Context: an optimization exercise on an open-source flow, tuned for small area, a short achievable clock period and few clock cycles. The choices shown serve that exercise and are no tape-out recipe. Only simulation tests tie the RTL to the original design; equivalence was not proved. Power and IR drop assume default switching activity.

==> flow/design.v, too long to show whole: its modules and the start of the top module <==
// module m3c_mul: 784 lines
// module m3c_acc: 263 lines
// module matrix3_add_mul_commutator_top: 338 lines
module matrix3_add_mul_commutator_top (
  input  logic                     clk,
  input  logic                     rst,
  input  logic                     cfg_we,
  input  logic [m3c_pkg::OP_W-1:0] cfg_wdata,
  input  logic                     cmd_valid,
  output logic                     cmd_stall,
  input  m3c_pkg::cmd_word_t       cmd_data,
  output logic                     res_valid,
  input  logic                     res_stall,
  output m3c_pkg::res_word_t       res_data
);
  // ...
==> flow/run.sh <==
#!/bin/bash
# synth_recipe.tcl (not shown) runs the flow's synth.tcl, then flattens the netlist and writes it again
# the make line also repeats each setting of config.mk as NAME=value (left out here)
make -C /OpenROAD-flow-scripts/flow DESIGN_CONFIG=/design/flow/config.mk WORK_HOME=/design/flow/orfs CLKGATE_MAP_FILE= SYNTH_SCRIPT=/design/flow/synth_recipe.tcl finish
==> flow/config.mk <==
export PLATFORM = sky130hd
export DESIGN_NAME = matrix3_add_mul_commutator_top
export DESIGN_NICKNAME = matrix3_add_mul_commutator_top
export VERILOG_FILES = /design/flow/design.v
export SDC_FILE = /design/flow/constraint.sdc
export NUM_CORES = 4
export LEC_CHECK = 0
export CAP_MARGIN = 20
export CORE_MARGIN = 2
export CORE_UTILIZATION = 40
export SLEW_MARGIN = 20
==> flow/constraint.sdc <==
create_clock -name core_clock -period 9.0 [get_ports {clk}]
set_input_delay 1.8000 -clock core_clock [delete_from_list [all_inputs] [get_ports {clk}]]
set_output_delay 1.8000 -clock core_clock [all_outputs]
set_load 0.01 [all_outputs]
==> reports/summary.md, run 1 <==
The flow ran to the end and the layout has no timing, DRC or antenna violations. Share of the final layout cell area in multi-input gates: 42.74%. met2 is the most crowded layer. The clock network takes up 6.995% of total cell area after layout. The tools report the sort of element at the start of the critical path as a flop. The logs give 10.69 mW for the post-layout total power and 2630 for the initial detailed-routing violation count. Counting flops with a built-in enable in the synthesized netlist gives 116. The initial utilization of the core area, before any placement, comes to 40.47%. The number of setup violations in the final report is 0.

For the pin with the worst max-slew slack, the measured transition is 1.272 ns. Number of max-cap violations: 0. At the worst endpoint, the required time is 9.62 ns. From synthesis to final layout, the design area changed by 13.40%. The maximum number of pins on one net before global-route repair came out at 63. The logs give 4.33 mW for the power attributed to the clock group and 46.8% for the fraction of power consumed by sequential logic.

Yosys mapped the design onto 98 distinct sky130hd cell types. For the worst-skew pair, the clock arrives at the later sink with an insertion delay of 0.71 ns. In this run, power in flip-flops and latches comes to 5.01 mW.

The average via count per standard cell came out at 5.400. The number of nets produced by synthesis is 4220. The number of placed I/O pins was 85; the final wirelength was 110100 um. The largest registers in the layout are ra x288, rb x288. The tools report the hold path endpoint as ra[4][28]$_DFF_P_. Counting every instance in the synthesized netlist gives 3787.

The number of H-tree levels came out at 3. The tools report the critical path capture point type as a flop. In this design, the critical path's most frequently occurring cell is sky130_fd_sc_hd__ha_1. For this design the ratio of total power to cell area is 213.4 nW/um2.

The tools report the launch point of the worst path as act$_SDFFE_PP0P_. The tools report the overall routing resource usage as 19.52%. The minimum hold slack was 0.3121 ns. The detailed-routed wire length on met2 was 49810 um; the initial antenna violation count was 0. For this run, the slowest stage of the critical path takes 0.88 ns. Clock power share: 40.5%.

The top fanout value on the critical path is 54. Routability-driven placement finished with a final weighted congestion of 0.8864.
Testbench counts, summed over its fixed seeds: cycles 8,917.
==> module matrix3_add_mul_commutator_top, before the edit <==
module matrix3_add_mul_commutator_top (
  input  logic                     clk,
  input  logic                     rst,
  input  logic                     cfg_we,
  input  logic [m3c_pkg::OP_W-1:0] cfg_wdata,
  input  logic                     cmd_valid,
  output logic                     cmd_stall,
  input  m3c_pkg::cmd_word_t       cmd_data,
  output logic                     res_valid,
  input  logic                     res_stall,
  output m3c_pkg::res_word_t       res_data
);
  logic [2:0] operation;
  always_ff @(posedge clk) begin
    if (rst) operation <= 3'd0;
    else if (cfg_we) operation <= cfg_wdata;
  end
  logic op_ab, op_ba, op_comm, op_dual, op_ew, op_sub;
  assign op_ab = (operation == 3'd2);
  assign op_ba = (operation == 3'd3);
  assign op_comm = (operation == 3'd4);
  assign op_dual = (operation == 3'd4) || (operation == 3'd5);
  assign op_ew = !(op_ab || op_ba || op_dual);
  assign op_sub = (operation == 3'd1);
  logic [1:0] ph;
  logic [1:0] ph_next;
  assign ph_next = (ph == 2'd2) ? 2'd0 : ph + 2'd1;
  always_ff @(posedge clk) begin
    if (rst) ph <= 2'd0;
    else ph <= ph_next;
  end
  logic       act;
  logic [1:0] si, sj;
  logic [2:0] sq;
  logic [3:0] cur;
  assign cur = {si, 2'b00} - {2'b00, si} + {2'b00, sj};   
  function automatic logic [3:0] last_use(input logic mb, input logic [1:0] x,
                                          input logic [1:0] y, input logic ew, input logic ab,
                                          input logic ba);
    logic [3:0] row_end, col_end;
    row_end = {x, 2'b00} - {2'b00, x} + 4'd2;   
    col_end = 4'd6 + {2'b00, y};
    if (ew) last_use = row_end - 4'd2 + {2'b00, y};
    else if (ab) last_use = mb ? col_end : row_end;
    else if (ba) last_use = mb ? row_end : col_end;
    else last_use = (x == 2'd2) ? 4'd8 : col_end;
  endfunction
  logic        ib_valid;
  logic [1:0]  ib_kind, ib_row, ib_col;
  logic [31:0] ib_val;
  logic is_load_ib, is_comp_ib, is_drop_ib;
  assign is_comp_ib = (ib_kind == 2'd2);
  assign is_load_ib = !ib_kind[1] && (ib_row != 2'd3) && (ib_col != 2'd3);
  assign is_drop_ib = !is_comp_ib && !is_load_ib;
  logic haz_ib, load_ok, comp_ok, consume, start, seq_free;
  assign haz_ib = act && (cur <= last_use(ib_kind[0], ib_row, ib_col, op_ew, op_ab, op_ba));
  assign load_ok = is_load_ib && (ib_col == ph) && !haz_ib;
  assign comp_ok = is_comp_ib && seq_free;
  assign consume = ib_valid && (is_drop_ib || load_ok || comp_ok);
  assign start = ib_valid && comp_ok;
  logic acc_new;
  assign acc_new = cmd_valid && !cmd_stall;
  logic [17:0] okv;
  always_comb begin
    for (int m = 0; m < 2; m++)
      for (int r = 0; r < 3; r++)
        for (int c = 0; c < 3; c++)
          okv[m*9 + r*3 + c] = (ph_next == 2'(c)) && !start &&
              !(act && (cur <= last_use(1'(m), 2'(r), 2'(c), op_ew, op_ab, op_ba)));
  end
  function automatic logic pred_word(input logic [1:0] kind, input logic [1:0] row,
                                     input logic [1:0] col, input logic [17:0] ok,
                                     input logic comp_free);
    logic [4:0] idx;
    if (kind == 2'd2) pred_word = comp_free;
    else if (kind[1] || (row == 2'd3) || (col == 2'd3)) pred_word = 1'b1;
    else begin
      idx = {3'b000, kind[0]} * 5'd9 + {3'b000, row} * 5'd3 + {3'b000, col};
      pred_word = ok[idx];
    end
  endfunction
  logic pred_new, pred_old, ib_keep;
  assign pred_new = pred_word(cmd_data.kind, cmd_data.row, cmd_data.col, okv, !act && !start);
  assign pred_old = pred_word(ib_kind, ib_row, ib_col, okv, !act && !start);
  assign ib_keep = ib_valid && !consume;
  always_ff @(posedge clk) begin
    if (rst) begin
      ib_valid <= 1'b0;
      cmd_stall <= 1'b0;
    end else begin
      ib_valid <= acc_new || ib_keep;
      cmd_stall <= acc_new ? !pred_new : (ib_keep && !pred_old);
    end
  end
  always_ff @(posedge clk) begin
    if (acc_new) begin
      ib_kind <= cmd_data.kind;
      ib_row <= cmd_data.row;
      ib_col <= cmd_data.col;
      ib_val <= cmd_data.value;
    end
  end
  logic [31:0] ra [0:8];
  logic [31:0] rb [0:8];
  logic [2:0]  wa, wb;
  always_comb begin
    for (int r = 0; r < 3; r++) begin
      wa[r] = ib_valid && load_ok && !ib_kind[0] && (ib_row == 2'(r));
      wb[r] = ib_valid && load_ok && ib_kind[0] && (ib_row == 2'(r));
    end
  end
  always_ff @(posedge clk) begin
    for (int r = 0; r < 3; r++) begin
      ra[3*r] <= ra[3*r+1];
      ra[3*r+1] <= ra[3*r+2];
      ra[3*r+2] <= wa[r] ? ib_val : ra[3*r];
      rb[3*r] <= rb[3*r+1];
      rb[3*r+1] <= rb[3*r+2];
      rb[3*r+2] <= wb[r] ? ib_val : rb[3*r];
    end
  end
  typedef struct packed {
    logic [8:0] xsel;    
    logic [8:0] ysel;    
    logic       xone;    
    logic       yone;    
    logic       neg;
    logic       first;
    logic       last;    
    logic       laste;   
  } term_t;
  function automatic logic [1:0] slot(input logic [1:0] c, input logic [1:0] p);
    logic [2:0] d;
    d = {1'b0, c} + 3'd3 - {1'b0, p};
    slot = (d >= 3'd3) ? 2'(d - 3'd3) : d[1:0];
  endfunction
  function automatic term_t decode(input logic [1:0] i, input logic [1:0] j, input logic [2:0] q,
                                   input logic [1:0] p, input logic ew, input logic ab,
                                   input logic ba, input logic comm, input logic sub);
    term_t t;
    logic tab, tba, tea, teb;
    logic [1:0] k, xr, xc, yr, yc;
    logic [2:0] qq;
    logic [3:0] xi, yi;
    tab = 1'b0; tba = 1'b0; tea = 1'b0; teb = 1'b0;
    k = 2'd0;
    qq = 3'd0;
    t.last = 1'b0;
    if (ew) begin
      tea = (q == 3'd0);
      teb = (q != 3'd0);
      t.last = (q == 3'd1);
    end else if (ab) begin
      tab = 1'b1;
      k = q[1:0];
      t.last = (q == 3'd2);
    end else if (ba) begin
      tba = 1'b1;
      k = q[1:0];
      t.last = (q == 3'd2);
    end else if (comm && (i == j)) begin
      tab = !q[1];
      tba = q[1];
      k = q[0] ? ((i == 2'd0) ? 2'd2 : i - 2'd1) : ((i == 2'd2) ? 2'd0 : i + 2'd1);
      t.last = (q == 3'd3);
    end else begin
      tab = (q < 3'd3);
      tba = (q >= 3'd3);
      qq = (q >= 3'd3) ? q - 3'd3 : q;
      k = qq[1:0];
      t.last = (q == 3'd5);
    end
    t.neg = (sub && teb) || (comm && tba);
    if (tab) begin
      xr = i; xc = k; yr = k; yc = j;
    end else if (tba) begin
      xr = k; xc = j; yr = i; yc = k;
    end else begin
      xr = i; xc = j; yr = i; yc = j;
    end
    xi = {xr, 2'b00} - {2'b00, xr} + {2'b00, slot(xc, p)};
    yi = {yr, 2'b00} - {2'b00, yr} + {2'b00, slot(yc, p)};
    for (int e = 0; e < 9; e++) begin
      t.xsel[e] = (xi == 4'(e)) && !teb;
      t.ysel[e] = (yi == 4'(e)) && !tea;
    end
    t.xone = teb;
    t.yone = tea;
    t.first = (q == 3'd0);
    t.laste = (i == 2'd2) && (j == 2'd2);
    decode = t;
  endfunction
  term_t tc;   
  logic adv;
  logic m1first, m1last, m2first, m2last;
  logic [1:0] m1i, m1j, m2i, m2j;
  logic pend;
  logic [1:0] pi, pj;
  logic sk_valid;
  assign adv = act && (!tc.first || !(sk_valid || (pend && res_valid)));
  assign seq_free = !act || (adv && tc.last && tc.laste);
  logic       n_act;
  logic [1:0] n_i, n_j;
  logic [2:0] n_q;
  logic [1:0] s_i, s_j;
  logic [2:0] s_q;
  always_comb begin
    s_i = si; s_j = sj; s_q = sq + 3'd1;
    if (tc.last) begin
      s_q = 3'd0;
      if (sj == 2'd2) begin
        s_j = 2'd0;
        s_i = si + 2'd1;
      end else begin
        s_j = sj + 2'd1;
      end
    end
    n_act = act; n_i = si; n_j = sj; n_q = sq;
    if (adv) begin
      n_i = s_i; n_j = s_j; n_q = s_q;
      if (tc.last && tc.laste) begin
        n_act = 1'b0;
        n_i = 2'd0; n_j = 2'd0; n_q = 3'd0;
      end
    end
    if (start) begin
      n_act = 1'b1;
      n_i = 2'd0; n_j = 2'd0; n_q = 3'd0;
    end
  end
  always_ff @(posedge clk) begin
    if (rst) begin
      act <= 1'b0;
      si <= 2'd0;
      sj <= 2'd0;
      sq <= 3'd0;
    end else begin
      act <= n_act;
      si <= n_i;
      sj <= n_j;
      sq <= n_q;
    end
    tc <= decode(n_i, n_j, n_q, ph_next, op_ew, op_ab, op_ba, op_comm, op_sub);
  end
  logic [31:0] xa, yb, yv;
  always_comb begin
    xa = '0;
    yb = '0;
    for (int e = 0; e < 9; e++) begin
      xa = xa | (ra[e] & {32{tc.xsel[e]}});
      yb = yb | (rb[e] & {32{tc.ysel[e]}});
    end
    yv = yb | {31'd0, tc.yone};
  end
  logic [31:0] mx;
  logic [15:0] mone, mtwo, msg;
  always_ff @(posedge clk) begin
    for (int r = 0; r < 16; r++) begin
      mone[r] <= adv && (yv[2*r] ^ ((r == 0) ? 1'b0 : yv[2*r-1]));
      mtwo[r] <= adv && ((yv[2*r+1] && !yv[2*r] && !((r == 0) ? 1'b0 : yv[2*r-1])) ||
                         (!yv[2*r+1] && yv[2*r] && ((r == 0) ? 1'b0 : yv[2*r-1])));
      msg[r] <= adv && (yv[2*r+1] ^ tc.neg);
    end
    mx <= (xa | {31'd0, tc.xone});
    m1i <= si;
    m1j <= sj;
    m2i <= m1i;
    m2j <= m1j;
  end
  always_ff @(posedge clk) begin
    if (rst) begin
      m1last <= 1'b0;
      m1first <= 1'b0;
      m2last <= 1'b0;
      m2first <= 1'b0;
    end else begin
      m1last <= adv && tc.last;
      m1first <= adv && tc.first;
      m2last <= m1last;
      m2first <= m1first;
    end
  end
  logic [31:0] pr0, pr1, pr2, qr0, qr1, qr2;
  m3c_mul u_mul (
    .x   (mx),
    .one (mone),
    .two (mtwo),
    .sg  (msg),
    .r0  (pr0),
    .r1  (pr1),
    .r2  (pr2)
  );
  always_ff @(posedge clk) begin
    qr0 <= pr0;
    qr1 <= pr1;
    qr2 <= pr2;
  end
  logic [31:0] acc_s, acc_c, ns, nc;
  m3c_acc u_acc (
    .r0 (qr0),
    .r1 (qr1),
    .r2 (qr2),
    .as (m2first ? 32'd0 : acc_s),
    .ac (m2first ? 32'd0 : acc_c),
    .s  (ns),
    .c  (nc)
  );
  always_ff @(posedge clk) begin
    acc_s <= ns;
    acc_c <= nc;
  end
  logic out_ready;
  m3c_pkg::res_word_t rw, sk;
  assign out_ready = !res_valid || !res_stall;
  assign rw = {pi, pj, acc_s + acc_c, (pi == 2'd2) && (pj == 2'd2)};
  always_ff @(posedge clk) begin
    if (rst) begin
      pend <= 1'b0;
      res_valid <= 1'b0;
      sk_valid <= 1'b0;
    end else begin
      if (m2last) pend <= 1'b1;
      else if (out_ready || !sk_valid) pend <= 1'b0;
      if (out_ready) begin
        res_valid <= sk_valid || pend;
        sk_valid <= sk_valid && pend;
      end else begin
        sk_valid <= sk_valid || pend;
      end
    end
    if (m2last) begin
      pi <= m2i;
      pj <= m2j;
    end
    if (out_ready) res_data <= sk_valid ? sk : rw;
    if (pend && (sk_valid == out_ready)) sk <= rw;
  end
endmodule
==> run 2, diff against run 1 <==
--- a/flow/design.v
+++ b/flow/design.v
@@ -1118,6 +1118,5 @@
   logic       act;
-  logic [1:0] si, sj;
-  logic [2:0] sq;
+  logic [2:0] ei, ej, kk;
+  logic       half, eb;
   logic [3:0] cur;
-  assign cur = {si, 2'b00} - {2'b00, si} + {2'b00, sj};   
   function automatic logic [3:0] last_use(input logic mb, input logic [1:0] x,
@@ -1207,74 +1206,14 @@
   end
-  typedef struct packed {
-    logic [8:0] xsel;    
-    logic [8:0] ysel;    
-    logic       xone;    
-    logic       yone;    
-    logic       neg;
-    logic       first;
-    logic       last;    
-    logic       laste;   
-  } term_t;
-  function automatic logic [1:0] slot(input logic [1:0] c, input logic [1:0] p);
-    logic [2:0] d;
-    d = {1'b0, c} + 3'd3 - {1'b0, p};
-    slot = (d >= 3'd3) ? 2'(d - 3'd3) : d[1:0];
+  function automatic logic [2:0] rotl(input logic [2:0] v);
+    rotl = {v[1:0], v[2]};
   endfunction
-  function automatic term_t decode(input logic [1:0] i, input logic [1:0] j, input logic [2:0] q,
-                                   input logic [1:0] p, input logic ew, input logic ab,
-                                   input logic ba, input logic comm, input logic sub);
-    term_t t;
-    logic tab, tba, tea, teb;
-    logic [1:0] k, xr, xc, yr, yc;
-    logic [2:0] qq;
-    logic [3:0] xi, yi;
-    tab = 1'b0; tba = 1'b0; tea = 1'b0; teb = 1'b0;
-    k = 2'd0;
-    qq = 3'd0;
-    t.last = 1'b0;
-    if (ew) begin
-      tea = (q == 3'd0);
-      teb = (q != 3'd0);
-      t.last = (q == 3'd1);
-    end else if (ab) begin
-      tab = 1'b1;
-      k = q[1:0];
-      t.last = (q == 3'd2);
-    end else if (ba) begin
-      tba = 1'b1;
-      k = q[1:0];
-      t.last = (q == 3'd2);
-    end else if (comm && (i == j)) begin
-      tab = !q[1];
-      tba = q[1];
-      k = q[0] ? ((i == 2'd0) ? 2'd2 : i - 2'd1) : ((i == 2'd2) ? 2'd0 : i + 2'd1);
-      t.last = (q == 3'd3);
-    end else begin
-      tab = (q < 3'd3);
-      tba = (q >= 3'd3);
-      qq = (q >= 3'd3) ? q - 3'd3 : q;
-      k = qq[1:0];
-      t.last = (q == 3'd5);
-    end
-    t.neg = (sub && teb) || (comm && tba);
-    if (tab) begin
-      xr = i; xc = k; yr = k; yc = j;
-    end else if (tba) begin
-      xr = k; xc = j; yr = i; yc = k;
-    end else begin
-      xr = i; xc = j; yr = i; yc = j;
-    end
-    xi = {xr, 2'b00} - {2'b00, xr} + {2'b00, slot(xc, p)};
-    yi = {yr, 2'b00} - {2'b00, yr} + {2'b00, slot(yc, p)};
-    for (int e = 0; e < 9; e++) begin
-      t.xsel[e] = (xi == 4'(e)) && !teb;
-      t.ysel[e] = (yi == 4'(e)) && !tea;
-    end
-    t.xone = teb;
-    t.yone = tea;
-    t.first = (q == 3'd0);
-    t.laste = (i == 2'd2) && (j == 2'd2);
-    decode = t;
+  function automatic logic [2:0] rotr(input logic [2:0] v);
+    rotr = {v[0], v[2:1]};
   endfunction
-  term_t tc;   
+  typedef struct packed {
+    logic [2:0] xr, xs, yr, ys;
+    logic       xone, yone, neg, first, last, laste, lastk;
+    logic [2:0] kstart;
+  } term_t;
+  term_t tc;
   logic adv;
@@ -1287,24 +1226,23 @@
   assign seq_free = !act || (adv && tc.last && tc.laste);
-  logic       n_act;
-  logic [1:0] n_i, n_j;
-  logic [2:0] n_q;
-  logic [1:0] s_i, s_j;
-  logic [2:0] s_q;
+  logic       n_act, n_half, n_eb;
+  logic [2:0] n_ei, n_ej, n_kk;
+  logic [3:0] n_cur;
   always_comb begin
-    s_i = si; s_j = sj; s_q = sq + 3'd1;
-    if (tc.last) begin
-      s_q = 3'd0;
-      if (sj == 2'd2) begin
-        s_j = 2'd0;
-        s_i = si + 2'd1;
-      end else begin
-        s_j = sj + 2'd1;
-      end
-    end
-    n_act = act; n_i = si; n_j = sj; n_q = sq;
+    n_act = act; n_ei = ei; n_ej = ej; n_kk = kk; n_half = half; n_eb = eb; n_cur = cur;
     if (adv) begin
-      n_i = s_i; n_j = s_j; n_q = s_q;
-      if (tc.last && tc.laste) begin
-        n_act = 1'b0;
-        n_i = 2'd0; n_j = 2'd0; n_q = 3'd0;
+      if (tc.last) begin
+        n_ej = rotl(ej);
+        n_ei = ej[2] ? rotl(ei) : ei;
+        n_cur = cur + 4'd1;
+        n_half = 1'b0;
+        n_eb = 1'b0;
+        n_kk = (op_comm && |(n_ei & n_ej)) ? rotl(n_ei) : 3'b001;
+        if (tc.laste) n_act = 1'b0;
+      end else if (op_ew) begin
+        n_eb = 1'b1;
+      end else if (tc.lastk) begin
+        n_half = 1'b1;
+        n_kk = tc.kstart;
+      end else begin
+        n_kk = rotl(kk);
       end
@@ -1313,3 +1251,8 @@
       n_act = 1'b1;
-      n_i = 2'd0; n_j = 2'd0; n_q = 3'd0;
+      n_ei = 3'b001;
+      n_ej = 3'b001;
+      n_cur = 4'd0;
+      n_half = 1'b0;
+      n_eb = 1'b0;
+      n_kk = op_comm ? 3'b010 : 3'b001;
     end
@@ -1319,12 +1262,58 @@
       act <= 1'b0;
-      si <= 2'd0;
-      sj <= 2'd0;
-      sq <= 3'd0;
+      ei <= 3'b001;
+      ej <= 3'b001;
+      kk <= 3'b001;
+      half <= 1'b0;
+      eb <= 1'b0;
+      cur <= 4'd0;
     end else begin
       act <= n_act;
-      si <= n_i;
-      sj <= n_j;
-      sq <= n_q;
+      ei <= n_ei;
+      ej <= n_ej;
+      kk <= n_kk;
+      half <= n_half;
+      eb <= n_eb;
+      cur <= n_cur;
+    end
+  end
+  function automatic logic [2:0] slot(input logic [2:0] c, input logic [1:0] p);
+    slot = (p == 2'd0) ? c : ((p == 2'd1) ? rotr(c) : rotl(c));
+  endfunction
+  logic       d_first, d_last, d_laste, d_tab, d_tba, d_diag;
+  logic [2:0] d_kstart, d_klast;
+  always_comb begin
+    d_diag = |(n_ei & n_ej);
+    d_kstart = (op_comm && d_diag) ? rotl(n_ei) : 3'b001;
+    d_klast = (op_comm && d_diag) ? rotr(n_ei) : 3'b100;
+    d_first = op_ew ? !n_eb : (!n_half && (n_kk == d_kstart));
+    d_last = op_ew ? n_eb : (op_dual ? (n_half && (n_kk == d_klast)) : (n_kk == d_klast));
+    d_laste = n_ei[2] && n_ej[2];
+    d_tab = op_ab || (op_dual && !n_half);
+    d_tba = op_ba || (op_dual && n_half);
+  end
+  always_ff @(posedge clk) begin
+    tc.first <= d_first;
+    tc.last <= d_last;
+    tc.laste <= d_laste;
+    tc.lastk <= (n_kk == d_klast);
+    tc.kstart <= d_kstart;
+    tc.neg <= (op_sub && op_ew && n_eb) || (op_comm && n_half);
+    tc.xone <= op_ew && n_eb;
+    tc.yone <= op_ew && !n_eb;
+    if (op_ew) begin
+      tc.xr <= n_eb ? 3'b000 : n_ei;
+      tc.xs <= slot(n_ej, ph_next);
+      tc.yr <= n_eb ? n_ei : 3'b000;
+      tc.ys <= slot(n_ej, ph_next);
+    end else if (d_tab) begin
+      tc.xr <= n_ei;
+      tc.xs <= slot(n_kk, ph_next);
+      tc.yr <= n_kk;
+      tc.ys <= slot(n_ej, ph_next);
+    end else begin
+      tc.xr <= n_kk;
+      tc.xs <= slot(n_ej, ph_next);
+      tc.yr <= n_ei;
+      tc.ys <= slot(n_kk, ph_next);
     end
-    tc <= decode(n_i, n_j, n_q, ph_next, op_ew, op_ab, op_ba, op_comm, op_sub);
   end
@@ -1334,6 +1323,7 @@
     yb = '0;
-    for (int e = 0; e < 9; e++) begin
-      xa = xa | (ra[e] & {32{tc.xsel[e]}});
-      yb = yb | (rb[e] & {32{tc.ysel[e]}});
-    end
+    for (int r = 0; r < 3; r++)
+      for (int c = 0; c < 3; c++) begin
+        xa = xa | (ra[3*r+c] & {32{tc.xr[r] && tc.xs[c]}});
+        yb = yb | (rb[3*r+c] & {32{tc.yr[r] && tc.ys[c]}});
+      end
     yv = yb | {31'd0, tc.yone};
@@ -1350,4 +1340,4 @@
     mx <= (xa | {31'd0, tc.xone});
-    m1i <= si;
-    m1j <= sj;
+    m1i <= {ei[2], ei[1]};
+    m1j <= {ej[2], ej[1]};
     m2i <= m1i;
==> reports/summary.md, run 2 <==
The run finished with no timing, DRC or antenna violations. The post-synthesis share of cell area spent on full adders, half adders and majority gates is 14.52% (was 15.33%). The overall routing resource usage was 19.28% (was 19.52%); the number of nets produced by synthesis was 4236 (was 4220).

For the leakage power of the design, the log shows 19.58 nW (was 19.98 nW). The run gives 110400 um2 (was 109200 um2) as the placeable core region. The tools report the critical register-to-register path startpoint as ib_row[0]$_DFFE_PP_ (was act$_SDFFE_PP0P_). The count of flip-flops with a built-in enable after synthesis was 116 (unchanged).

The most frequent cell after synthesis is sky130_fd_sc_hd__dfxtp_1 (unchanged). Walking the worst path, the cells encountered are inv_1, ha_1, ha_1, inv_1, ha_1, fa_1, xor2_1, a21oi_1, ha_1, o21a_1, o21ai_0, a2111oi_2, and3_1, nand2_2, mux2_2. The number of nets at the end of the flow was 4223 (was 4248); the residual antenna-violating net count after detailed routing was 0 (unchanged). The final-layout fill cell count is 10150 (was 9980), and the count of cell types in the netlist is 88 (was 98).

Largest family of logic cells by synthesized area: adder cells (unchanged). Biggest regs: ra x288, rb x288 (unchanged). Largest cells by area after synthesis: sky130_fd_sc_hd__dfxtp_1 39%, sky130_fd_sc_hd__fa_1 11%, sky130_fd_sc_hd__edfxtp_1 7.8% (was sky130_fd_sc_hd__dfxtp_1 39%, sky130_fd_sc_hd__fa_1 12%, sky130_fd_sc_hd__edfxtp_1 7.9%).

The tools report the launch point of the worst path as ib_row[0]$_DFFE_PP_ (was act$_SDFFE_PP0P_). The worst voltage drop across the vdd grid was 0.1664 mV (was 0.1795 mV). The hold path endpoint was ra[0][24]$_DFF_P_ (was ra[4][28]$_DFF_P_).

The basic-gate share of the synthesized area counting and, or, nand and nor cells is 6.018% (was 5.772%), and the critical path required time is 9.56 ns (was 9.62 ns). The run gives 0 (unchanged) as the buffer count from post-CTS setup fixing. The share of cell area taken by muxes after synthesis is 6.706% (was 6.463%), and the slew at the pin with the worst max-slew slack is 1.156 ns (was 1.272 ns). Routed length on met1: 49810 um (was 50810 um).

The total negative setup slack was 0 ns (unchanged); the number of H-tree levels was 3 (unchanged). The count of port buffers added during placement came out at 84 (unchanged). The post-route cell area is 49800 um2 (was 50100 um2), and the floorplan die height is 337.1 um (was 336.3 um).

The layout overhead on the synthesized area came out at 12.21% (was 13.40%). Highest signal layer in the routed design: met5 (was met4). The minimum hold slack is 0.3210 ns (was 0.3121 ns), and the mapped cell area is 44390 um2 (was 44180 um2). The total count of hold-check failures in the final report was 0 (unchanged); the total of flip-flops plus latches after synthesis was 987 (was 981). The initial detailed-routing violation count was 2302 (was 2630).

The type of the tightest min-delay check is reg -> reg (unchanged). The critical path class is reg -> reg (unchanged). The initial antenna violation count was 1 (was 0). Critical hold path startpoint: ra[1][24]$_DFF_P_ (was ra[5][28]$_DFF_P_). The area enclosed by the die boundary is 113600 um2 (was 113100 um2), and the number of placed I/O pins is 85 (unchanged). For the number of design rule violations left after detail routing, the log shows 0 (unchanged). The post-layout total power is 10.41 mW (was 10.69 mW), and the headroom to the max-slew limit is 22.94% (was 15.21%). The time the final worst path needs with I/O delays and setup was 4.890 ns (was 6.657 ns); the number of max-slew violations in the final report was 0 (unchanged).

For the maximum count of clock buffers along a single path, the log shows 3 (unchanged). The final wirelength came out at 109300 um (was 110100 um). Synth top cells by count: 871 x sky130_fd_sc_hd__dfxtp_1, 365 x sky130_fd_sc_hd__a22oi_1, 281 x sky130_fd_sc_hd__xnor2_1 (was 865 x sky130_fd_sc_hd__dfxtp_1, 355 x sky130_fd_sc_hd__a22oi_1, 277 x sky130_fd_sc_hd__xnor2_1). The clock skew was 0.04639 ns (was 0.05793 ns); the via count of the first global-routing pass was 29060 (was 29690).

Last weighted congestion value of the routability-driven placer: 0.8564 (was 0.8864). The area of placed instances is 46420 um2 (was 46570 um2). The tools report the critical path capture point type as a flop (unchanged). Endpoint of the most critical register-to-register path: rb[5][12]$_DFF_P_ (was tc[17]$_DFF_P_).

The cell with the biggest individual delay on the critical path is sky130_fd_sc_hd__nand2_2 (was sky130_fd_sc_hd__dfxtp_1). The depth of the worst register-to-register path came out at 15 (was 25). For the number of gates resized after CTS, the log shows 0 (unchanged). Sort of element at the start of the critical path: a flop (unchanged).

The tools report the number of setup violations in the final report as 0 (unchanged). Clock latency reported for the late side of the worst-skew pair: 0.68 ns (was 0.71 ns). The tools report the post-synthesis sequential area ratio as 47.13% (was 47.08%).

The run gives 40.22% (was 40.47%) as the initial cell density of the core. The proportion of register bits with asynchronous set or reset after synthesis is 0% (unchanged). The number of stages on the worst hold path works out to 0 (unchanged). The worst path arrival time was 5.45 ns (was 7.28 ns). Highest-count cells in the layout ignoring fill and taps: 867 x sky130_fd_sc_hd__dfxtp_1, 365 x sky130_fd_sc_hd__a22oi_1, 281 x sky130_fd_sc_hd__xnor2_1 (was 852 x sky130_fd_sc_hd__dfxtp_1, 355 x sky130_fd_sc_hd__a22oi_1, 277 x sky130_fd_sc_hd__xnor2_1). The maximum clock frequency came out at 0.2045 GHz (was 0.1502 GHz). The standard-cell row count is 122 (was 121), and the total global routing overflow is 0 (unchanged). The average via count per standard cell came out at 5.299 (was 5.400). Dominant synthesized flop cell: sky130_fd_sc_hd__dfxtp_1 (unchanged). Largest stage delay on the critical path: 0.64 ns (was 0.88 ns). Number of max-cap violations: 0 (unchanged). The tools report the detailed-routed wire length on met2 as 49370 um (was 49810 um). The clock input transition at the sequential cells of the worst setup and hold paths is 0.07 ns (was 0.06 ns), and the HPWL after detailed placement is 72160 um (was 70950 um). The mean post-synth cell area came out at 11.60 um2 (was 11.67 um2). The part of the cycle the worst path needs is 54.33% (was 73.97%), and the maximum number of pins on one net before global-route repair is 63 (unchanged). Number of buffers created by CTS: 98 (unchanged). For the total vias in the final route, the log shows 28530 (was 29020). Length of the first detailed-routing pass in iterations: 6 (unchanged). Cell chosen for the clock root: sky130_fd_sc_hd__clkbuf_16 (unchanged).

The count of mapped cells out of synthesis was 3826 (was 3787). The number of sinks driven by the clock tree is 987 (was 981). The most frequent cell on the critical path was sky130_fd_sc_hd__ha_1 (unchanged). Setup repair after global routing left no endpoint under its margin.

The power per cell area came out at 209.1 nW/um2 (was 213.4 nW/um2). The first-pass GRT wire length is 170700 um (was 172900 um). Most common library cell in the layout ignoring fill and taps: sky130_fd_sc_hd__dfxtp_1 (unchanged).

The cell type contributing the most total cell area after synthesis was sky130_fd_sc_hd__dfxtp_1 (unchanged). The portion of synthesized cell area occupied by the leading cell type is 39.28% (was 39.20%), and the count of yosys warnings during synthesis is 3 (unchanged). The xor and xnor area share after synthesis is 7.281% (was 7.417%), and the die width is 337.1 um (was 336.3 um).

The top fanout value on the critical path was 32 (was 54); the worst setup slack for register-to-register paths was 4.11 ns (was 2.34 ns). The compound-gate portion of the synthesized area came out at 13.45% (was 13.48%). Share of layout cells above drive strength 1: 12.69% (was 13.71%).

The detail-routed net length per standard cell was 20.30 um (was 20.49 um). For the routed length on met3, the log shows 7009 um (was 6376 um). For the count of hold buffers inserted by post-cts repair, the log shows 0 (unchanged). TritonCTS built the clock tree.
-- run 2: cell types whose count changed after synthesis, sizes merged, moves of 11 or more --
cell    delta
and2      +18
ha        -18
a221o     +14
a21o      -13
a221oi    -13
clkbuf    +13
inv       -13
nand2     +12
o21ai     +12
a22o      -11
buf       +11
nand3     -11
-- run 2: worst max path at each step --
stage                           endpoint  slack, ns  cells after the start
floorplan           cmd_stall$_SDFF_PP0_       4.28                     11
global placement    cmd_stall$_SDFF_PP0_       3.51                     12
detailed placement  cmd_stall$_SDFF_PP0_       3.51                     12
CTS                    rb[8][23]$_DFF_P_       4.10                     15
global route           rb[8][23]$_DFF_P_       3.82                     15
finish                 rb[5][12]$_DFF_P_       4.11                     15
-- run 2: kinds of logic after synthesis --
kind of cell / after synthesis
simple gates: 522
buf+inv: 528
xor+xnor: 369
compound gates: 793
flops: 987
fa+ha+maj: 364
mux: 263
-- run 2: report_power, final --
part           total, mW  internal [mW]  switching (mW)
Clock               4.19           2.41            1.78
Combinational       1.26          0.546           0.714
Sequential          4.96           4.78           0.182
-- run 2: critical path: cells and delay by family (launching register included) --
family / cells / cell delay, ns
buf+inv: 2 / 0.18
xor+xnor: 1 / 0.19
fa+ha+maj: 5 / 1.54
mux: 1 / 0.54
compound gates: 4 / 0.84
simple gates: 2 / 0.96
flops: 1 / 0.48
-- run 2: layout make-up --
class / count / area [um2] / area share, %
Multi-Input combinational cell: 2311 / 21320 / 42.81
Sequential cell: 987 / 20930 / 42.01
Clock buffer: 138 / 2825 / 5.673
Tap cell: 1488 / 1862 / 3.738
Timing Repair Buffer: 153 / 1356 / 2.723
Inverter: 262 / 983.4 / 1.975
Clock inverter: 43 / 526.8 / 1.058
Antenna cell: 2 / 5.005 / 0.01005
-- run 2: per-layer routing --
layer | GRT usage (%) | vias up
li1 | - | 13410
met1 | 26.49 | 14000
met2 | 30.44 | 942
met3 | 3.682 | 173
met4 | 6.516 | 2
met5 | 0 | -
-- run 2: through the flow --
stage	util (%)	worst slack (ns)	instances
2_1_floorplan	-	4.276	3826
5_1_grt	45.12	3.816	5382
4_1_cts	45.10	4.097	5379
6_report	45.13	4.110	5384
3_3_place_gp	42.06	3.505	5197
3_5_place_dp	42.07	3.511	5198
Testbench counts of run 2, summed over its fixed seeds: cycles 8,917.
==> run 3, diff against run 2 <==
--- a/flow/design.v
+++ b/flow/design.v
@@ -1135,37 +1135,29 @@
   logic [31:0] ib_val;
-  logic is_load_ib, is_comp_ib, is_drop_ib;
+  logic is_load_ib, is_comp_ib;
   assign is_comp_ib = (ib_kind == 2'd2);
   assign is_load_ib = !ib_kind[1] && (ib_row != 2'd3) && (ib_col != 2'd3);
-  assign is_drop_ib = !is_comp_ib && !is_load_ib;
-  logic haz_ib, load_ok, comp_ok, consume, start, seq_free;
-  assign haz_ib = act && (cur <= last_use(ib_kind[0], ib_row, ib_col, op_ew, op_ab, op_ba));
-  assign load_ok = is_load_ib && (ib_col == ph) && !haz_ib;
-  assign comp_ok = is_comp_ib && seq_free;
-  assign consume = ib_valid && (is_drop_ib || load_ok || comp_ok);
-  assign start = ib_valid && comp_ok;
+  logic ib_go, consume, start, seq_free;
+  assign consume = ib_go;
+  assign start = ib_go && is_comp_ib;
   logic acc_new;
   assign acc_new = cmd_valid && !cmd_stall;
-  logic [17:0] okv;
+  logic comp_next;
+  logic [63:0] predv;
+  assign comp_next = !start && seq_free;
   always_comb begin
-    for (int m = 0; m < 2; m++)
-      for (int r = 0; r < 3; r++)
-        for (int c = 0; c < 3; c++)
-          okv[m*9 + r*3 + c] = (ph_next == 2'(c)) && !start &&
-              !(act && (cur <= last_use(1'(m), 2'(r), 2'(c), op_ew, op_ab, op_ba)));
+    for (int kd = 0; kd < 4; kd++)
+      for (int r = 0; r < 4; r++)
+        for (int c = 0; c < 4; c++) begin
+          if (kd == 2) predv[kd*16 + r*4 + c] = comp_next;
+          else if (kd == 3 || r == 3 || c == 3) predv[kd*16 + r*4 + c] = 1'b1;
+          else predv[kd*16 + r*4 + c] = (ph_next == 2'(c)) && !start &&
+              !(act && (cur <= last_use(1'(kd), 2'(r), 2'(c), op_ew, op_ab, op_ba)));
+        end
   end
-  function automatic logic pred_word(input logic [1:0] kind, input logic [1:0] row,
-                                     input logic [1:0] col, input logic [17:0] ok,
-                                     input logic comp_free);
-    logic [4:0] idx;
-    if (kind == 2'd2) pred_word = comp_free;
-    else if (kind[1] || (row == 2'd3) || (col == 2'd3)) pred_word = 1'b1;
-    else begin
-      idx = {3'b000, kind[0]} * 5'd9 + {3'b000, row} * 5'd3 + {3'b000, col};
-      pred_word = ok[idx];
-    end
-  endfunction
-  logic pred_new, pred_old, ib_keep;
-  assign pred_new = pred_word(cmd_data.kind, cmd_data.row, cmd_data.col, okv, !act && !start);
-  assign pred_old = pred_word(ib_kind, ib_row, ib_col, okv, !act && !start);
+  logic pred_new, pred_old, ib_keep, w_valid, w_pred;
+  assign pred_new = predv[{cmd_data.kind, cmd_data.row, cmd_data.col}];
+  assign pred_old = predv[{ib_kind, ib_row, ib_col}];
   assign ib_keep = ib_valid && !consume;
+  assign w_valid = acc_new || ib_keep;
+  assign w_pred = acc_new ? pred_new : pred_old;
   always_ff @(posedge clk) begin
@@ -1173,6 +1165,8 @@
       ib_valid <= 1'b0;
+      ib_go <= 1'b0;
       cmd_stall <= 1'b0;
     end else begin
-      ib_valid <= acc_new || ib_keep;
-      cmd_stall <= acc_new ? !pred_new : (ib_keep && !pred_old);
+      ib_valid <= w_valid;
+      ib_go <= w_valid && w_pred;
+      cmd_stall <= w_valid && !w_pred;
     end
@@ -1192,4 +1186,4 @@
     for (int r = 0; r < 3; r++) begin
-      wa[r] = ib_valid && load_ok && !ib_kind[0] && (ib_row == 2'(r));
-      wb[r] = ib_valid && load_ok && ib_kind[0] && (ib_row == 2'(r));
+      wa[r] = ib_go && is_load_ib && !ib_kind[0] && (ib_row == 2'(r));
+      wb[r] = ib_go && is_load_ib && ib_kind[0] && (ib_row == 2'(r));
     end
--- a/flow/config.mk
+++ b/flow/config.mk
@@ -7,2 +7,3 @@
 export LEC_CHECK = 0
+export ABC_CLOCK_PERIOD_IN_PS = 3500
 export CAP_MARGIN = 20
==> reports/summary.md, run 3 <==
The run finished with no timing, DRC or antenna violations. Initial detailed-routing violation count: 2503 (was 2302). The clock input transition at the sequential cells of the worst setup and hold paths works out to 0.06 ns (was 0.07 ns). The top fanout value on the critical path was 16 (was 32). The count of cell types in the netlist is 89 (was 88), and the total negative setup slack is 0 ns (unchanged). For the area enclosed by the die boundary, the log shows 111000 um2 (was 113600 um2). The floorplan die height is 333.1 um (was 337.1 um). The tools report the number of nets at the end of the flow as 4097 (was 4223).

The most common library cell in the layout ignoring fill and taps was sky130_fd_sc_hd__dfxtp_1 (unchanged). The largest stage delay on the critical path came out at 0.90 ns (was 0.64 ns). The run gives 0.72 ns (was 0.68 ns) as the clock latency reported for the late side of the worst-skew pair. Biggest regs: ra x288, rb x288 (unchanged). The count of flip-flops with a built-in enable after synthesis came out at 116 (unchanged).

Setup repair after global routing left no endpoint under its margin. The run gives 988 (was 987) as the number of sinks driven by the clock tree. Critical path capture point type: a flop (unchanged). The part of the cycle the worst path needs was 53.67% (was 54.33%); the total of flip-flops plus latches after synthesis was 988 (was 987). Number of nets produced by synthesis: 4103 (was 4236).

The logs give 0 (unchanged) for the number of gates resized after CTS and 3 (unchanged) for the number of H-tree levels. The cell with the biggest individual delay on the critical path was sky130_fd_sc_hd__dfxtp_1 (was sky130_fd_sc_hd__nand2_2). The tools report the overall routing resource usage as 19.39% (was 19.28%). The leakage power of the design is 19.20 nW (was 19.58 nW), and the die width is 333.1 um (was 337.1 um). The power per cell area is 221.1 nW/um2 (was 209.1 nW/um2), and the worst path arrival time is 5.44 ns (was 5.45 ns). The run gives 0.2070 GHz (was 0.2045 GHz) as the maximum clock frequency. The count of port buffers added during placement was 84 (unchanged); the number of buffers created by CTS was 102 (was 98). The tools report the maximum number of pins on one net before global-route repair as 63 (unchanged).

TritonCTS built the clock tree. The time the final worst path needs with I/O delays and setup was 4.830 ns (was 4.890 ns). The most frequent cell on the critical path is sky130_fd_sc_hd__xnor2_1 (was sky130_fd_sc_hd__ha_1). The final wirelength was 108900 um (was 109300 um); the share of layout cells above drive strength 1 was 12.89% (was 12.69%). The run gives 0 (unchanged) as the total global routing overflow.

The count of yosys warnings during synthesis was 3 (unchanged); the proportion of register bits with asynchronous set or reset after synthesis was 0% (unchanged). The most frequent cell after synthesis was sky130_fd_sc_hd__dfxtp_1 (unchanged). The run gives 71410 um (was 72160 um) as the HPWL after detailed placement.

The run gives 43330 um2 (was 44390 um2) as the mapped cell area. The total count of hold-check failures in the final report was 0 (unchanged); the detail-routed net length per standard cell was 20.96 um (was 20.30 um). The first-pass GRT wire length is 168800 um (was 170700 um), and the critical path required time is 9.61 ns (was 9.56 ns). The portion of synthesized cell area occupied by the leading cell type is 40.29% (was 39.28%), and the mean post-synth cell area is 11.64 um2 (was 11.60 um2). The tools report the number of placed I/O pins as 85 (unchanged). The average via count per standard cell is 5.386 (was 5.299), and the number of antenna diodes is 0 (was 2). The initial antenna violation count was 1 (unchanged). The sort of element at the start of the critical path is a flop (unchanged).

The slew at the pin with the worst max-slew slack is 1.099 ns (was 1.156 ns), and the initial cell density of the core is 40.42% (was 40.22%). The cell chosen for the clock root is sky130_fd_sc_hd__clkbuf_16 (unchanged). The post-synthesis sequential area ratio came out at 48.33% (was 47.13%).

The maximum count of clock buffers along a single path was 3 (unchanged); the number of design rule violations left after detail routing was 0 (unchanged). The critical path class is reg -> reg (unchanged). The total vias in the final route came out at 27990 (was 28530). The non-filler instance count after layout was 5196 (was 5384).

The logs give 0 (unchanged) for the buffer count from post-CTS setup fixing and 9 (was 6) for the length of the first detailed-routing pass in iterations. The clock skew was 0.07028 ns (was 0.04639 ns). The residual antenna-violating net count after detailed routing was 0 (unchanged). The dominant synthesized flop cell is sky130_fd_sc_hd__dfxtp_1 (unchanged). The number of setup violations in the final report was 0 (unchanged); the worst voltage drop across the vdd grid was 0.1723 mV (was 0.1664 mV). For the count of hold buffers inserted by post-cts repair, the log shows 0 (unchanged).

Count of mapped cells out of synthesis: 3722 (was 3826). For the standard-cell row count, the log shows 120 (was 122). The cell type contributing the most total cell area after synthesis is sky130_fd_sc_hd__dfxtp_1 (unchanged). The number of max-cap violations came out at 0 (unchanged).

Synth top cells by count: 872 x sky130_fd_sc_hd__dfxtp_1, 322 x sky130_fd_sc_hd__a22oi_1, 283 x sky130_fd_sc_hd__xnor2_1 (was 871 x sky130_fd_sc_hd__dfxtp_1, 365 x sky130_fd_sc_hd__a22oi_1, 281 x sky130_fd_sc_hd__xnor2_1). Highest-count cells in the layout ignoring fill and taps: 867 x sky130_fd_sc_hd__dfxtp_1, 322 x sky130_fd_sc_hd__a22oi_1, 283 x sky130_fd_sc_hd__xnor2_1 (was 867 x sky130_fd_sc_hd__dfxtp_1, 365 x sky130_fd_sc_hd__a22oi_1, 281 x sky130_fd_sc_hd__xnor2_1). The logs give 107200 um2 (was 110400 um2) for the placeable core region and 28390 (was 29060) for the via count of the first global-routing pass. The total placed cells including tap cells came out at 5012 (was 5198). The number of max-slew violations in the final report was 0 (unchanged); the last weighted congestion value of the routability-driven placer was 0.8840 (was 0.8564). The layout overhead on the synthesized area came out at 12.73% (was 12.21%).

The type of the tightest min-delay check is reg -> reg (unchanged). Cell breakdown of the critical path: inv_1, xnor2_1, fa_1, fa_1, fa_1, inv_1, fa_1, xnor2_1, xnor2_1, xnor2_1, xnor2_1, xnor2_1, xnor2_1, xnor2_1 (was inv_1, ha_1, ha_1, inv_1, ha_1, fa_1, xor2_1, a21oi_1, ha_1, o21a_1, o21ai_0, a2111oi_2, and3_1, nand2_2, mux2_2). The headroom to the max-slew limit was 26.66% (was 22.94%). The worst setup slack for register-to-register paths is 4.17 ns (was 4.11 ns).

Largest cells by area after synthesis: sky130_fd_sc_hd__dfxtp_1 40%, sky130_fd_sc_hd__fa_1 11%, sky130_fd_sc_hd__edfxtp_1 8.0% (was sky130_fd_sc_hd__dfxtp_1 39%, sky130_fd_sc_hd__fa_1 11%, sky130_fd_sc_hd__edfxtp_1 7.8%).
==> run 3: cell count changes after synthesis, moves of 10 or more <==
cell | previous run | this run
sky130_fd_sc_hd__a221oi_2 | 0 | 10
sky130_fd_sc_hd__nand3_1 | 80 | 48
sky130_fd_sc_hd__ha_1 | 112 | 88
sky130_fd_sc_hd__nor2b_1 | 26 | 16
sky130_fd_sc_hd__o21ai_0 | 57 | 23
sky130_fd_sc_hd__buf_6 | 20 | 2
sky130_fd_sc_hd__a221o_1 | 16 | 32
sky130_fd_sc_hd__a22oi_1 | 365 | 322
sky130_fd_sc_hd__nand2_1 | 113 | 168
==> run 3: layout make-up <==
cell class | instances | area (um2)
clock inverter | 37 | 444.2
sequential | 988 | 20950
fill | 9920 | 58360
tap | 1403 | 1755
multi-input combinational | 2214 | 20440
inverter | 263 | 987.2
timing repair buffer | 147 | 1306
clock buffer | 144 | 2964
==> run 3: worst paths after layout <==
check,end,from,cells after the start
setup reg to reg,qr1[31]$_DFF_P_,msg[7]$_DFF_P_,14
setup / recovery,qr1[31]$_DFF_P_,msg[7]$_DFF_P_,14
hold / removal,rb[1][12]$_DFF_P_,rb[2][12]$_DFF_P_,0
hold reg to reg,rb[1][12]$_DFF_P_,rb[2][12]$_DFF_P_,0
==> run 3: metal layers <==
layer  vias to the layer above  global-route usage, %  wire [um]  part of all wire (%)
met5                         -                      0          0                     0
met4                         0                  5.969       2705                   2.5
met3                       168                  3.151       6165                   5.7
met2                       853                  31.33      49980                    46
met1                     13950                  26.61      50060                    46
li1                      13020                      -          -                     -
==> run 3: where the power goes <==
| group | switching, mW | total [mW] | internal (mW) |
|---|---|---|---|
| Clock | 1.82 | 4.24 | 2.42 |
| Combinational | 0.767 | 1.35 | 0.586 |
| Sequential | 0.271 | 5.21 | 4.93 |
| Total | 2.85 | 10.8 | 7.95 |
==> run 3: critical path: cells and delay by family, from the launching register on <==
family	cells	cell delay [ns]
xor gates and xnor gates	8	1.47
adders and majority gates	4	1.98
buffers and inverters	2	0.38
DFF	1	0.90
==> run 3: metrics by stage <==
stage | total power [mW] | setup slack, ns | hold WS (ns) | util, % | cell area, um2
after global routing | 11.28 | 3.943 | 0.3310 | 45.56 | 48840
final | 10.80 | 4.170 | 0.3250 | 45.56 | 48840
after floorplan | 6.107 | 4.638 | 0.3096 | - | 43330
after CTS | 10.91 | 4.163 | 0.3176 | 45.54 | 48820
after global placement | 6.625 | 3.684 | 0.3122 | 42.36 | 45410
after detailed placement | 6.652 | 3.647 | 0.3121 | 42.36 | 45410
==> run 3: cell families after synthesis <==
logic type / Yosys count / synth area share (%)
AOI/OAI and AO/OA: 750 / 13.51
xor gates and xnor gates: 365 / 7.378
adders and majority gates: 335 / 13.95
buffers and inverters: 520 / 4.577
DFF: 988 / 48.33
muxes: 245 / 6.318
and+or+nand+nor: 519 / 5.937
Testbench counts of run 3, summed over its fixed seeds: cycles 8,938.
==> run 4, diff against run 3 <==
--- a/flow/config.mk
+++ b/flow/config.mk
@@ -11,2 +11,3 @@
 export CORE_UTILIZATION = 40
+export SETUP_SLACK_MARGIN = 5
 export SLEW_MARGIN = 20
==> reports/summary.md, run 4 <==
The run finished with no timing, DRC or antenna violations. The tools report the launch point of the worst path as mx[11]$_DFF_P_ (was msg[7]$_DFF_P_). Biggest regs: ra x288, rb x288 (unchanged).

The number of placed I/O pins is 85 (unchanged). The layout overhead on the synthesized area came out at 14.46% (was 12.73%). The power per cell area works out to 221.7 nW/um2 (was 221.1 nW/um2). The overall routing resource usage is 19.50% (was 19.39%). The die width is 333.1 um (unchanged).

The run gives 0 (unchanged) as the total global routing overflow. The placeable core region was 107200 um2 (unchanged). The total negative setup slack is 0 ns (unchanged), and the count of mapped cells out of synthesis is 3722 (unchanged).

Critical register-to-register path startpoint: mx[11]$_DFF_P_ (was msg[7]$_DFF_P_). Detail-routed net length per standard cell: 21.02 um (was 20.96 um). The critical path capture point type is a flop (unchanged). The critical path class was reg -> reg (unchanged). The run gives 4.57 ns (was 5.44 ns) as the worst path arrival time. The maximum count of clock buffers along a single path was 3 (unchanged); the portion of synthesized cell area occupied by the leading cell type was 40.29% (unchanged). Setup repair after global routing could not meet its margin everywhere.

The HPWL after detailed placement was 71670 um (was 71410 um). The cell with the biggest individual delay on the critical path is sky130_fd_sc_hd__dfxtp_2 (was sky130_fd_sc_hd__dfxtp_1). Largest cells by area after synthesis: sky130_fd_sc_hd__dfxtp_1 40%, sky130_fd_sc_hd__fa_1 11%, sky130_fd_sc_hd__edfxtp_1 8.0% (unchanged). The proportion of register bits with asynchronous set or reset after synthesis was 0% (unchanged); the average via count per standard cell was 5.381 (was 5.386).

The tools report the clock skew as 0.04206 ns (was 0.07028 ns). The total of flip-flops plus latches after synthesis is 988 (unchanged). The most frequent cell after synthesis is sky130_fd_sc_hd__dfxtp_1 (unchanged). The run gives 48.33% (unchanged) as the post-synthesis sequential area ratio.

The initial antenna violation count came out at 1 (unchanged). The run gives 0.70 ns (was 0.72 ns) as the clock latency reported for the late side of the worst-skew pair. For the number of nets at the end of the flow, the log shows 4116 (was 4097). Count of port buffers added during placement: 84 (unchanged). The time the final worst path needs with I/O delays and setup was 4.014 ns (was 4.830 ns); the number of max-slew violations in the final report was 0 (unchanged).

Critical hold path startpoint: m1i[0]$_DFF_P_ (was rb[2][12]$_DFF_P_). The mapped cell area came out at 43330 um2 (unchanged). Synth top cells by count: 872 x sky130_fd_sc_hd__dfxtp_1, 322 x sky130_fd_sc_hd__a22oi_1, 283 x sky130_fd_sc_hd__xnor2_1 (unchanged).

The count of yosys warnings during synthesis was 3 (unchanged); the number of design rule violations left after detail routing was 0 (unchanged). The minimum hold slack came out at 0.3246 ns (was 0.3250 ns). The logs give 63 (unchanged) for the maximum number of pins on one net before global-route repair and 0 (unchanged) for the number of antenna diodes. The cell chosen for the clock root is sky130_fd_sc_hd__clkbuf_16 (unchanged). The initial detailed-routing violation count came out at 2521 (was 2503). Worst voltage drop across the vdd grid: 0.1675 mV (was 0.1723 mV). The largest stage delay on the critical path is 0.66 ns (was 0.90 ns), and the area taken by multi-input logic gates is 20520 um2 (was 20440 um2). Number of max-cap violations: 0 (unchanged). The family with the most delay on the worst path is adder cells (unchanged).

The leakage power of the design was 19.48 nW (was 19.20 nW); the length of the first detailed-routing pass in iterations was 7 (was 9). The part of the cycle the worst path needs was 44.60% (was 53.67%). Number of H-tree levels: 3 (unchanged). The run gives 111000 um2 (unchanged) as the area enclosed by the die boundary. The residual antenna-violating net count after detailed routing was 0 (unchanged). The logs give 109800 um (was 108900 um) for the final wirelength and 27.60% (was 26.66%) for the headroom to the max-slew limit. The run gives 89 (unchanged) as the count of cell types in the netlist. Most frequent cell on the critical path: sky130_fd_sc_hd__xnor2_1 (unchanged). Total vias in the final route: 28120 (was 27990). The standard-cell row count was 120 (unchanged). The clock input transition at the sequential cells of the worst setup and hold paths was 0.06 ns (about the same); the number of sinks driven by the clock tree was 988 (unchanged). Buffer and inverter count on the worst path: 2 (unchanged). The dominant synthesized flop cell is sky130_fd_sc_hd__dfxtp_1 (unchanged). TritonCTS built the clock tree. The first-pass GRT wire length came out at 169800 um (was 168800 um). The share of layout cells above drive strength 1 was 14.60% (was 12.89%); the total count of hold-check failures in the final report was 0 (unchanged). The floorplan die height is 333.1 um (unchanged). The slew at the pin with the worst max-slew slack is 1.085 ns (was 1.099 ns). The cell type contributing the most total cell area after synthesis was sky130_fd_sc_hd__dfxtp_1 (unchanged). For the critical path required time, the log shows 9.55 ns (was 9.61 ns). The logs give 9841 (was 9920) for the final-layout fill cell count and 4103 (unchanged) for the number of nets produced by synthesis. The run gives 0.8803 (was 0.8840) as the last weighted congestion value of the routability-driven placer.

The sort of element at the start of the critical path is a flop (unchanged). The initial cell density of the core is 40.42% (unchanged). The mean post-synth cell area works out to 11.64 um2 (unchanged). Cell breakdown of the critical path: a22oi_1, xnor2_1, ha_1, inv_1, fa_1, fa_1, inv_1, fa_2, xnor2_2, xnor2_1, xnor2_1, xnor2_1, xnor2_1, xnor2_1, xnor2_1 (was inv_1, xnor2_1, fa_1, fa_1, fa_1, inv_1, fa_1, xnor2_1, xnor2_1, xnor2_1, xnor2_1, xnor2_1, xnor2_1, xnor2_1). The number of buffers created by CTS was 100 (was 102); the count of flip-flops with a built-in enable after synthesis was 116 (unchanged). Maximum clock frequency: 0.2492 GHz (was 0.2070 GHz).

The number of setup violations in the final report was 0 (unchanged); the top fanout value on the critical path was 21 (was 16). The tools report the area occupied by registers as 21050 um2 (was 20950 um2). Most common library cell in the layout ignoring fill and taps: sky130_fd_sc_hd__dfxtp_1 (unchanged). The type of the tightest min-delay check is reg -> reg (unchanged).

Highest-count cells in the layout ignoring fill and taps: 835 x sky130_fd_sc_hd__dfxtp_1, 315 x sky130_fd_sc_hd__a22oi_1, 281 x sky130_fd_sc_hd__xnor2_1 (was 867 x sky130_fd_sc_hd__dfxtp_1, 322 x sky130_fd_sc_hd__a22oi_1, 283 x sky130_fd_sc_hd__xnor2_1). The via count of the first global-routing pass was 28170 (was 28390).
-- run 4: changes by cell type in the layout (fill, tap and decap cells not counted), sizes merged --
cell / previous run / this run
inv: 265 / 268
bufbuf: 0 / 1
bufinv: 4 / 9
clkinv: 25 / 19
buf: 62 / 80
clkinvlp: 6 / 8
clkbuf: 145 / 152
-- run 4: area by class of cell --
class	count	area share, %
well taps	1403	3.540
clock inverters	41	1.203
flip-flops and latches	988	42.44
multi-input cells	2214	41.37
clock buffers	149	6.077
repair buffers	168	3.386
inverters	263	1.991
-- run 4: stage by stage --
step                power [mW]  std cells  area, um2  setup WS [ns]  util [%]
CTS                      11.10       5216      49440          4.973     46.12
floorplan                6.112       3722      43420          5.002         -
global route             11.48       5226      49600          4.809     46.26
finish                   11.00       5226      49600          4.986     46.26
global placement         6.629       5009      45410          3.652     42.36
detailed placement       6.654       5009      45410          3.611     42.36
-- run 4: final timing paths --
path / endpoint / slack [ns] / depth (start not counted)
worst max-delay path: qr1[31]$_DFF_P_ / 4.99 / 15
worst min-delay path: m2i[0]$_DFF_P_ / 0.32 / 0
worst max register to register: qr1[31]$_DFF_P_ / 4.99 / 15
worst min register to register: m2i[0]$_DFF_P_ / 0.32 / 0
-- run 4: metal layers --
layer  track usage, %  vias up  routed length [um]
li1                 -    13090                   -
met1            26.80    13980               49850
met2            31.48      855               50850
met3            3.012      190                6041
met4            6.248        0                3094
met5                0        -                   0
-- run 4: kinds of logic after synthesis --
| logic type | count (synthesis) | synth area share (%) |
|---|---|---|
| compound gates | 750 | 13.51 |
| xor+xnor | 365 | 7.378 |
| fa+ha+maj | 335 | 13.95 |
| buf+inv | 520 | 4.577 |
| flops | 988 | 48.33 |
| mux | 245 | 6.318 |
| simple gates | 519 | 5.937 |
-- run 4: worst reg2reg max path: stages, from the launching register on --
cell,delay (ns)
sky130_fd_sc_hd__dfxtp_2,0.66
sky130_fd_sc_hd__a22oi_1,0.16
sky130_fd_sc_hd__xnor2_1,0.17
sky130_fd_sc_hd__ha_1,0.30
sky130_fd_sc_hd__inv_1,0.06
sky130_fd_sc_hd__fa_1,0.50
sky130_fd_sc_hd__fa_1,0.55
sky130_fd_sc_hd__inv_1,0.06
sky130_fd_sc_hd__fa_2,0.35
sky130_fd_sc_hd__xnor2_2,0.15
sky130_fd_sc_hd__xnor2_1,0.14
sky130_fd_sc_hd__xnor2_1,0.22
sky130_fd_sc_hd__xnor2_1,0.16
sky130_fd_sc_hd__xnor2_1,0.16
sky130_fd_sc_hd__xnor2_1,0.15
sky130_fd_sc_hd__xnor2_1,0.09
-- run 4: where the power goes --
part | leakage (nW) | switching, mW | internal [mW]
registers | 8.25 | 0.267 | 4.93
clock network | 1.74 | 1.82 | 2.61
logic | 9.49 | 0.773 | 0.595
-- run 4: timing repair --
action	4_1_cts	5_1_grt
setup endpoints to repair	13	3
resized for setup	89	16
hold buffers	0	0
gates cloned	1	1
pin swaps	11	12
buffers inserted	16	7

what the ideal ports hide:
In the flow no input, the clock included, has a driving cell. The finished layouts below were timed again as built, in two steps.
Step 1 assumes that a clkbuf_16 drives the clock port and a buf_2 every other input.
Step 2 times the ports against the registers' clock, not the clock port: input delays grow and output delays shrink by t, the midpoint of the rising clock arrivals with the driver on.
Slacks: ideal ports / drivers / drivers and shift; pairs: ideal ports / drivers.
| run | t, ns | slack for setup (ns) | cell pins on the clock port's net |
|---|---|---|---|
| run 1 | 0.755 | 2.343 / 2.343 / 2.343 | 1 |
| run 2 | 0.737 | 4.110 / 4.110 / 3.460 | 1 |
| run 3 | 0.754 | 4.170 / 4.170 / 3.930 | 1 |
| run 4 | 0.756 | 4.986 / 4.986 / 4.429 | 1 |
After both steps every run listed still meets setup and hold. For run 2, which loses most, drivers alone change the setup slack by 0.000 ns; drivers and shift together by -0.650 ns.
